Context: an optimization exercise on an open-source flow, tuned for small area. The choices shown serve that exercise and are no tape-out recipe.
In this exercise RTL edits were held to simulation tests only and were not proved equivalent to the original.
Power is estimated from default activity; no workload was simulated.

==> flow/design.v <==
package seq_pkg;
  typedef logic [$clog2(8)-1:0] vid_t;
  typedef logic [8-1:0] vinsn_vec_t;
  typedef logic [$clog2(32)-1:0] vreg_t;
  typedef enum logic [2:0] {
    VADD,
    VSUB,
    VMUL,
    VMACC,
    VLE,
    VSE
  } seq_op_e;
  typedef enum logic [1:0] {
    VFU_ALU,
    VFU_MFPU,
    VFU_LOAD,
    VFU_STORE
  } vfu_e;
  typedef enum logic {
    ST_IDLE,
    ST_WAIT
  } seq_state_e;
endpackage
module vec_sequencer (
  input  logic                            clk_i,
  input  logic                            rst_ni,
  input  logic                            req_valid_i,
  output logic                            req_ready_o,
  input  logic [2:0]                      req_op_i,
  input  logic [4:0]                      req_vs1_i,
  input  logic                            req_use_vs1_i,
  input  logic [4:0]                      req_vs2_i,
  input  logic                            req_use_vs2_i,
  input  logic [4:0]                      req_vd_i,
  input  logic                            req_use_vd_i,
  output logic                            resp_valid_o,
  output logic                            resp_error_o,
  output logic                            idle_o,
  output logic                            pe_req_valid_o,
  input  logic                            pe_req_ready_i,
  output logic [2:0]                      pe_req_id_o,
  output logic [2:0]                      pe_req_op_o,
  output logic [4:0]                      pe_req_vs1_o,
  output logic [4:0]                      pe_req_vs2_o,
  output logic [4:0]                      pe_req_vd_o,
  output logic [7:0]                      pe_hazard_vs1_o,
  output logic [7:0]                      pe_hazard_vs2_o,
  output logic [7:0]                      pe_hazard_vd_o,
  output logic [7:0]                      vinsn_running_o,
  output logic [63:0]                     hazard_table_o,
  input  logic [31:0]                     unit_done_i,
  input  logic                            addrgen_ack_i,
  input  logic                            addrgen_error_i
);
  logic is_alu, is_mfpu, is_ld, is_st;
  assign is_alu  = req_op_i[2:1] == 2'b00;
  assign is_mfpu = req_op_i[2:1] == 2'b01;
  assign is_ld   = req_op_i == 3'd4;
  assign is_st   = !is_alu && !is_mfpu && !is_ld;
  logic [7:0] run_q;
  logic [1:0] cnt_alu_q, cnt_mfpu_q;
  logic       busy_ld_q, busy_st_q;
  logic       wait_q;
  logic [7:0][4:0] wreg_q, r1reg_q, r2reg_q;
  logic [7:0]      wlast_q, r1last_q, r2last_q;
  logic       unit_free, full, issue;
  logic [7:0] nsel;
  logic [2:0] nid;
  assign full = &run_q;
  assign unit_free = (is_alu  && !cnt_alu_q[1]) ||
                     (is_mfpu && !cnt_mfpu_q[1]) ||
                     (is_ld   && !busy_ld_q) ||
                     (is_st   && !busy_st_q);
  assign req_ready_o = !wait_q && !(pe_req_valid_o && !pe_req_ready_i) && !full && unit_free;
  assign issue       = req_valid_i && req_ready_o;
  assign resp_valid_o = wait_q && addrgen_ack_i;
  assign resp_error_o = addrgen_error_i;
  always_comb begin
    nsel = '0;
    nid  = '0;
    for (int i = 7; i >= 0; i--) begin
      if (!run_q[i]) begin
        nsel    = '0;
        nsel[i] = 1'b1;
        nid     = 3'(i);
      end
    end
  end
  logic [7:0] done, keep, run_d;
  assign done  = unit_done_i[7:0] | unit_done_i[15:8] | unit_done_i[23:16] | unit_done_i[31:24];
  assign keep  = run_q & ~done;
  assign run_d = keep | (issue ? nsel : 8'h00);
  assign vinsn_running_o = run_q;
  assign idle_o          = ~|run_q;
  logic [7:0] eq_w1, eq_w2, eq_wd;
  logic [7:0] eq_a1, eq_a2, eq_ad;
  logic [7:0] eq_b1, eq_b2, eq_bd;
  logic [7:0] raw1, raw2, war, waw;
  logic [7:0] hz1, hz2, hzd;
  for (genvar i = 0; i < 8; i++) begin : gen_cmp
    assign eq_w1[i] = wreg_q[i] == req_vs1_i;
    assign eq_w2[i] = wreg_q[i] == req_vs2_i;
    assign eq_wd[i] = wreg_q[i] == req_vd_i;
    assign eq_a1[i] = r1reg_q[i] == req_vs1_i;
    assign eq_a2[i] = r1reg_q[i] == req_vs2_i;
    assign eq_ad[i] = r1reg_q[i] == req_vd_i;
    assign eq_b1[i] = r2reg_q[i] == req_vs1_i;
    assign eq_b2[i] = r2reg_q[i] == req_vs2_i;
    assign eq_bd[i] = r2reg_q[i] == req_vd_i;
  end
  assign raw1 = (req_use_vs1_i ? eq_w1 & wlast_q : 8'h00);
  assign raw2 = (req_use_vs2_i ? eq_w2 & wlast_q : 8'h00);
  assign waw  = (req_use_vd_i  ? eq_wd & wlast_q : 8'h00);
  assign war  = (req_use_vd_i  ? (eq_ad & r1last_q) | (eq_bd & r2last_q) : 8'h00);
  assign hz1 = (raw1 | war) & keep;
  assign hz2 = (raw2 | war) & keep;
  assign hzd = waw & keep;
  logic [7:0] hzany;
  assign hzany = hz1 | hz2 | hzd;
  always_ff @(posedge clk_i or negedge rst_ni) begin
    if (!rst_ni) begin
      run_q          <= '0;
      cnt_alu_q      <= '0;
      cnt_mfpu_q     <= '0;
      busy_ld_q      <= 1'b0;
      busy_st_q      <= 1'b0;
      wait_q         <= 1'b0;
      pe_req_valid_o <= 1'b0;
    end else begin
      run_q <= run_d;
      if (issue && is_alu && !(|unit_done_i[7:0])) cnt_alu_q <= cnt_alu_q + 2'd1;
      else if (!(issue && is_alu) && (|unit_done_i[7:0])) cnt_alu_q <= cnt_alu_q - 2'd1;
      if (issue && is_mfpu && !(|unit_done_i[15:8])) cnt_mfpu_q <= cnt_mfpu_q + 2'd1;
      else if (!(issue && is_mfpu) && (|unit_done_i[15:8])) cnt_mfpu_q <= cnt_mfpu_q - 2'd1;
      if (issue && is_ld) busy_ld_q <= 1'b1;
      else if (|unit_done_i[23:16]) busy_ld_q <= 1'b0;
      if (issue && is_st) busy_st_q <= 1'b1;
      else if (|unit_done_i[31:24]) busy_st_q <= 1'b0;
      if (wait_q) begin
        if (addrgen_ack_i) wait_q <= 1'b0;
      end else if (issue && (is_ld || is_st)) begin
        wait_q <= 1'b1;
      end
      pe_req_valid_o <= issue || (pe_req_valid_o && !pe_req_ready_i);
    end
  end
  logic [63:0] table_q;
  always_ff @(posedge clk_i or negedge rst_ni) begin
    if (!rst_ni) begin
      table_q <= '0;
    end else begin
      for (int r = 0; r < 8; r++) begin
        for (int j = 0; j < 8; j++) begin
          if (r == j) table_q[8*r+j] <= 1'b0;
          else table_q[8*r+j] <= (table_q[8*r+j] && keep[r] && keep[j]) ||
                                 (issue && nsel[r] && hzany[j]);
        end
      end
    end
  end
  assign hazard_table_o = table_q;
  always_ff @(posedge clk_i) begin
    if (issue) begin
      pe_req_id_o     <= nid;
      pe_req_op_o     <= req_op_i;
      pe_req_vs1_o    <= req_vs1_i;
      pe_req_vs2_o    <= req_vs2_i;
      pe_req_vd_o     <= req_vd_i;
      pe_hazard_vs1_o <= hz1;
      pe_hazard_vs2_o <= hz2;
      pe_hazard_vd_o  <= hzd;
      for (int i = 0; i < 8; i++) begin
        if (nsel[i]) begin
          wreg_q[i]  <= req_vd_i;
          r1reg_q[i] <= req_vs1_i;
          r2reg_q[i] <= req_vs2_i;
        end
      end
    end
  end
  logic [7:0] set_w, set_r1, set_r2, kill_w, kill_r1, kill_r2;
  assign set_w   = (issue && req_use_vd_i)  ? nsel : 8'h00;
  assign set_r1  = (issue && req_use_vs1_i) ? nsel : 8'h00;
  assign set_r2  = (issue && req_use_vs2_i) ? nsel : 8'h00;
  assign kill_w  = issue ? (nsel | (req_use_vd_i ? eq_wd : 8'h00)) : 8'h00;
  assign kill_r1 = issue ? (nsel | (req_use_vs1_i ? eq_a1 : 8'h00) | (req_use_vs2_i ? eq_a2 : 8'h00)) : 8'h00;
  assign kill_r2 = issue ? (nsel | (req_use_vs1_i ? eq_b1 : 8'h00) | (req_use_vs2_i ? eq_b2 : 8'h00)) : 8'h00;
  always_ff @(posedge clk_i) begin
    wlast_q  <= (wlast_q  & ~kill_w)  | set_w;
    r1last_q <= (r1last_q & ~kill_r1) | set_r1;
    r2last_q <= (r2last_q & ~kill_r2) | set_r2;
  end
endmodule
clock: 6.0 ns
lec_check: 0
cap_margin: 20
core_margin: 2
core_utilization: 60
gpl_timing_driven: 0
slew_margin: 20
standard.sh (not shown) runs the stock make flow with config.mk's settings and CLKGATE_MAP_FILE= SYNTH_SCRIPT=/design/flow/synth_recipe.tcl, a recipe that flattens the netlist after the stock synthesis.
==> flow/flow/run.sh <==
#!/bin/bash
# Standard layout (standard.sh), with these changes:
#  - synthesis maps the logic with an area-oriented ABC script (flow/area.abc);
#    everything else in synthesis is synth_recipe.tcl as given
#  - the port buffers are made from the smallest buffer cell
#  - repair may not use the largest buffer cells (flow/small_bufs.tcl)
#  - a lighter clock tree: clkbuf_4 only, small sink clusters, no dummy loads
# make's whole output goes to standard_make.log; ORFS keeps each step's log
# under orfs/logs.
set -euo pipefail
W=$PWD
sed "s#@ABC@#$W/flow/area.abc#" flow/area_synth.tcl.in > "$W/area_synth.tcl"
export BUFFER_PORTS_ARGS="-buffer_cell sky130_fd_sc_hd__buf_1"
for s in FLOORPLAN GLOBAL_PLACE RESIZE REPAIR_TIMING_POST_PLACE CTS GLOBAL_ROUTE DETAIL_ROUTE; do
  export PRE_${s}_TCL="$W/flow/small_bufs.tcl"
done
export PRE_GLOBAL_PLACE_TCL="$W/flow/place_prep.tcl"
export CTS_ARGS="-sink_clustering_enable -repair_clock_nets -dont_use_dummy_load -buf_list {sky130_fd_sc_hd__clkbuf_4} -sink_clustering_size 10 -sink_clustering_max_diameter 40"
bash standard.sh finish SYNTH_SCRIPT="$W/area_synth.tcl" > standard_make.log 2>&1
==> flow/flow/area.abc <==
strash
dch
amap
==> flow/flow/area_synth.tcl.in <==
proc abc {args} {
  set i [lsearch -exact $args -script]
  if {$i >= 0} { lset args [expr {$i + 1}] @ABC@ }
  yosys abc {*}$args
}
proc synth {args} { yosys synth -nofsm -noshare {*}$args }
source $::env(SCRIPTS_DIR)/synth.tcl
# left out here: clear keep_hierarchy, flatten, clean up, hide names made inside functions, write 1_2_yosys.v
==> flow/flow/place_prep.tcl <==
# As timing-driven placement does: drop synthesis buffers before the ports get theirs
source [file join [file dirname [info script]] small_bufs.tcl]
remove_buffers
==> flow/flow/small_bufs.tcl <==
# Keep repair from reaching for the largest buffers
set_dont_use [get_lib_cells {sky130_fd_sc_hd__buf_6 sky130_fd_sc_hd__buf_8 sky130_fd_sc_hd__buf_12 sky130_fd_sc_hd__buf_16 sky130_fd_sc_hd__bufbuf_8 sky130_fd_sc_hd__bufbuf_16 sky130_fd_sc_hd__clkbuf_8 sky130_fd_sc_hd__clkbuf_16}]
The starting point passed the timing, DRC and antenna checks.
==> next run, changes <==
- CAP_MARGIN: 20 -> 10
- SLEW_MARGIN: 20 -> 10
=> The changed run finished clean; global-route usage falls by 0.12 points; clock skew rises by 0.031 ns; total power falls slightly; critical path depth falls by 2; register-to-register slack loses 0.06 ns.
==> next run, changes <==
--- a/flow/flow/run.sh
+++ b/flow/flow/run.sh
@@ -2 +2 @@
-# Standard layout (standard.sh), with these changes:
+# Standard layout, with three changes:
@@ -6 +5,0 @@
-#  - repair may not use the largest buffer cells (flow/small_bufs.tcl)
@@ -8,2 +6,0 @@
-# make's whole output goes to standard_make.log; ORFS keeps each step's log
-# under orfs/logs.
@@ -14,3 +11 @@
-for s in FLOORPLAN GLOBAL_PLACE RESIZE REPAIR_TIMING_POST_PLACE CTS GLOBAL_ROUTE DETAIL_ROUTE; do
-  export PRE_${s}_TCL="$W/flow/small_bufs.tcl"
-done
+for s in FLOORPLAN GLOBAL_PLACE RESIZE REPAIR_TIMING_POST_PLACE CTS GLOBAL_ROUTE DETAIL_ROUTE; do export PRE_${s}_TCL="$W/flow/small_bufs.tcl"; done
- CAP_MARGIN: 10 -> 20
- CORE_UTILIZATION: 60 -> 40
- SLEW_MARGIN: 10 -> 20
After rerunning:
- The changed run finished clean
- routed wire length increases by 10%
- worst setup slack is better by 0.64 ns
- worst hold slack is better by 0.043 ns
- via count is about the same
- cell area rises by 2.4%
- clock-buffer cell count climbs by 3
- die area climbs by 49%
- sequential cell count does not change
- utilization goes down by 21 points
- global-route usage decreases by 10 points
==> next run, changes <==
--- a/flow/flow/run.sh
+++ b/flow/flow/run.sh
@@ -11,2 +11 @@
-for s in FLOORPLAN GLOBAL_PLACE RESIZE REPAIR_TIMING_POST_PLACE CTS GLOBAL_ROUTE DETAIL_ROUTE; do export PRE_${s}_TCL="$W/flow/small_bufs.tcl"; done
-export PRE_GLOBAL_PLACE_TCL="$W/flow/place_prep.tcl"
+export DONT_USE_CELLS="sky130_fd_sc_hd__buf_8 sky130_fd_sc_hd__buf_12 sky130_fd_sc_hd__buf_16 sky130_fd_sc_hd__bufbuf_8 sky130_fd_sc_hd__bufbuf_16 sky130_fd_sc_hd__clkbuf_16"
- CORE_UTILIZATION: 40 -> 60
- PLACE_DENSITY: not set -> 0.8
removed: flow/flow/place_prep.tcl
removed: flow/flow/small_bufs.tcl
After rerunning: The changed run finished with timing, DRC and antenna clean; core utilization is higher by 23 points; critical path depth increases by 3; non-clock buffer count climbs by 5; worst setup slack degrades by 0.49 ns; die area decreases by a quarter to a third; global-route usage goes up by 11 points; final area rose slightly; via count went up by a few percent; area after synthesis does not change; final cell count falls by a few percent.
==> next run, changes <==
--- a/flow/flow/run.sh
+++ b/flow/flow/run.sh
@@ -2 +2 @@
-# Standard layout, with three changes:
+# Standard layout (standard.sh), with these changes:
@@ -5,0 +6 @@
+#  - repair may not use the largest buffer cells (flow/small_bufs.tcl)
@@ -6,0 +8,2 @@
+# make's whole output goes to standard_make.log; ORFS keeps each step's log
+# under orfs/logs.
@@ -11 +14,4 @@
-export DONT_USE_CELLS="sky130_fd_sc_hd__buf_8 sky130_fd_sc_hd__buf_12 sky130_fd_sc_hd__buf_16 sky130_fd_sc_hd__bufbuf_8 sky130_fd_sc_hd__bufbuf_16 sky130_fd_sc_hd__clkbuf_16"
+for s in FLOORPLAN GLOBAL_PLACE RESIZE REPAIR_TIMING_POST_PLACE CTS GLOBAL_ROUTE DETAIL_ROUTE; do
+  export PRE_${s}_TCL="$W/flow/small_bufs.tcl"
+done
+export PRE_GLOBAL_PLACE_TCL="$W/flow/place_prep.tcl"
==> flow/flow/place_prep.tcl (new file) <==
# As timing-driven placement does: drop synthesis buffers before the ports get theirs
source [file join [file dirname [info script]] small_bufs.tcl]
remove_buffers
==> flow/flow/small_bufs.tcl (new file) <==
# Keep repair from reaching for the largest buffers
set_dont_use [get_lib_cells {sky130_fd_sc_hd__buf_6 sky130_fd_sc_hd__buf_8 sky130_fd_sc_hd__buf_12 sky130_fd_sc_hd__buf_16 sky130_fd_sc_hd__bufbuf_8 sky130_fd_sc_hd__bufbuf_16 sky130_fd_sc_hd__clkbuf_8 sky130_fd_sc_hd__clkbuf_16}]
- CAP_MARGIN: 20 -> 10
- CORE_UTILIZATION: 60 -> 70
- PLACE_DENSITY: 0.8 -> not set
- SLEW_MARGIN: 20 -> 10
After rerunning: Final area came out lower by 3.4%; synthesized cell count does not change; clock-buffer cell count does not change; register-to-register slack degrades by 0.13 ns; first-iteration DRC count came out lower by 4.9%; via count came out lower by 1.5%; die area came out lower by 14%; synthesized area does not change.

re-timing with driven ports:
In the flow no input, the clock included, has a driving cell. The finished layouts below were timed again as built, in two steps. Step 1, drivers: a clkbuf_16 drives clk_i and a buf_2 each remaining input, both assumed. Step 2, shift: input delay + t, output delay - t, t = (earliest + latest rising clock arrival at the registers) / 2. This alone moves slack from input paths to output paths. Slacks: ideal / step 1 / step 2; pairs: ideal / step 1.
run | t (ns) | setup WS [ns] | slew at the worst register clock pin (ns) | cell pins on the clock port's net
the first run | 0.681 | 1.092 / 1.115 / 0.434 | 0.12 / 0.12 | 1
the second run | 0.683 | 0.653 / 0.676 / -0.008 | 0.12 / 0.12 | 1
the third run | 0.707 | 1.295 / 1.295 / 0.766 | 0.11 / 0.11 | 1
the fourth run | 0.693 | 0.802 / 0.821 / 0.128 | 0.12 / 0.12 | 1
the fifth run | 0.684 | 0.867 / 0.887 / 0.203 | 0.11 / 0.11 | 1
With both steps, setup timing fails in the second run, where it was met with ideal ports. For the fourth run, which loses most, drivers alone change the setup slack by +0.019 ns; drivers and shift together by -0.674 ns.
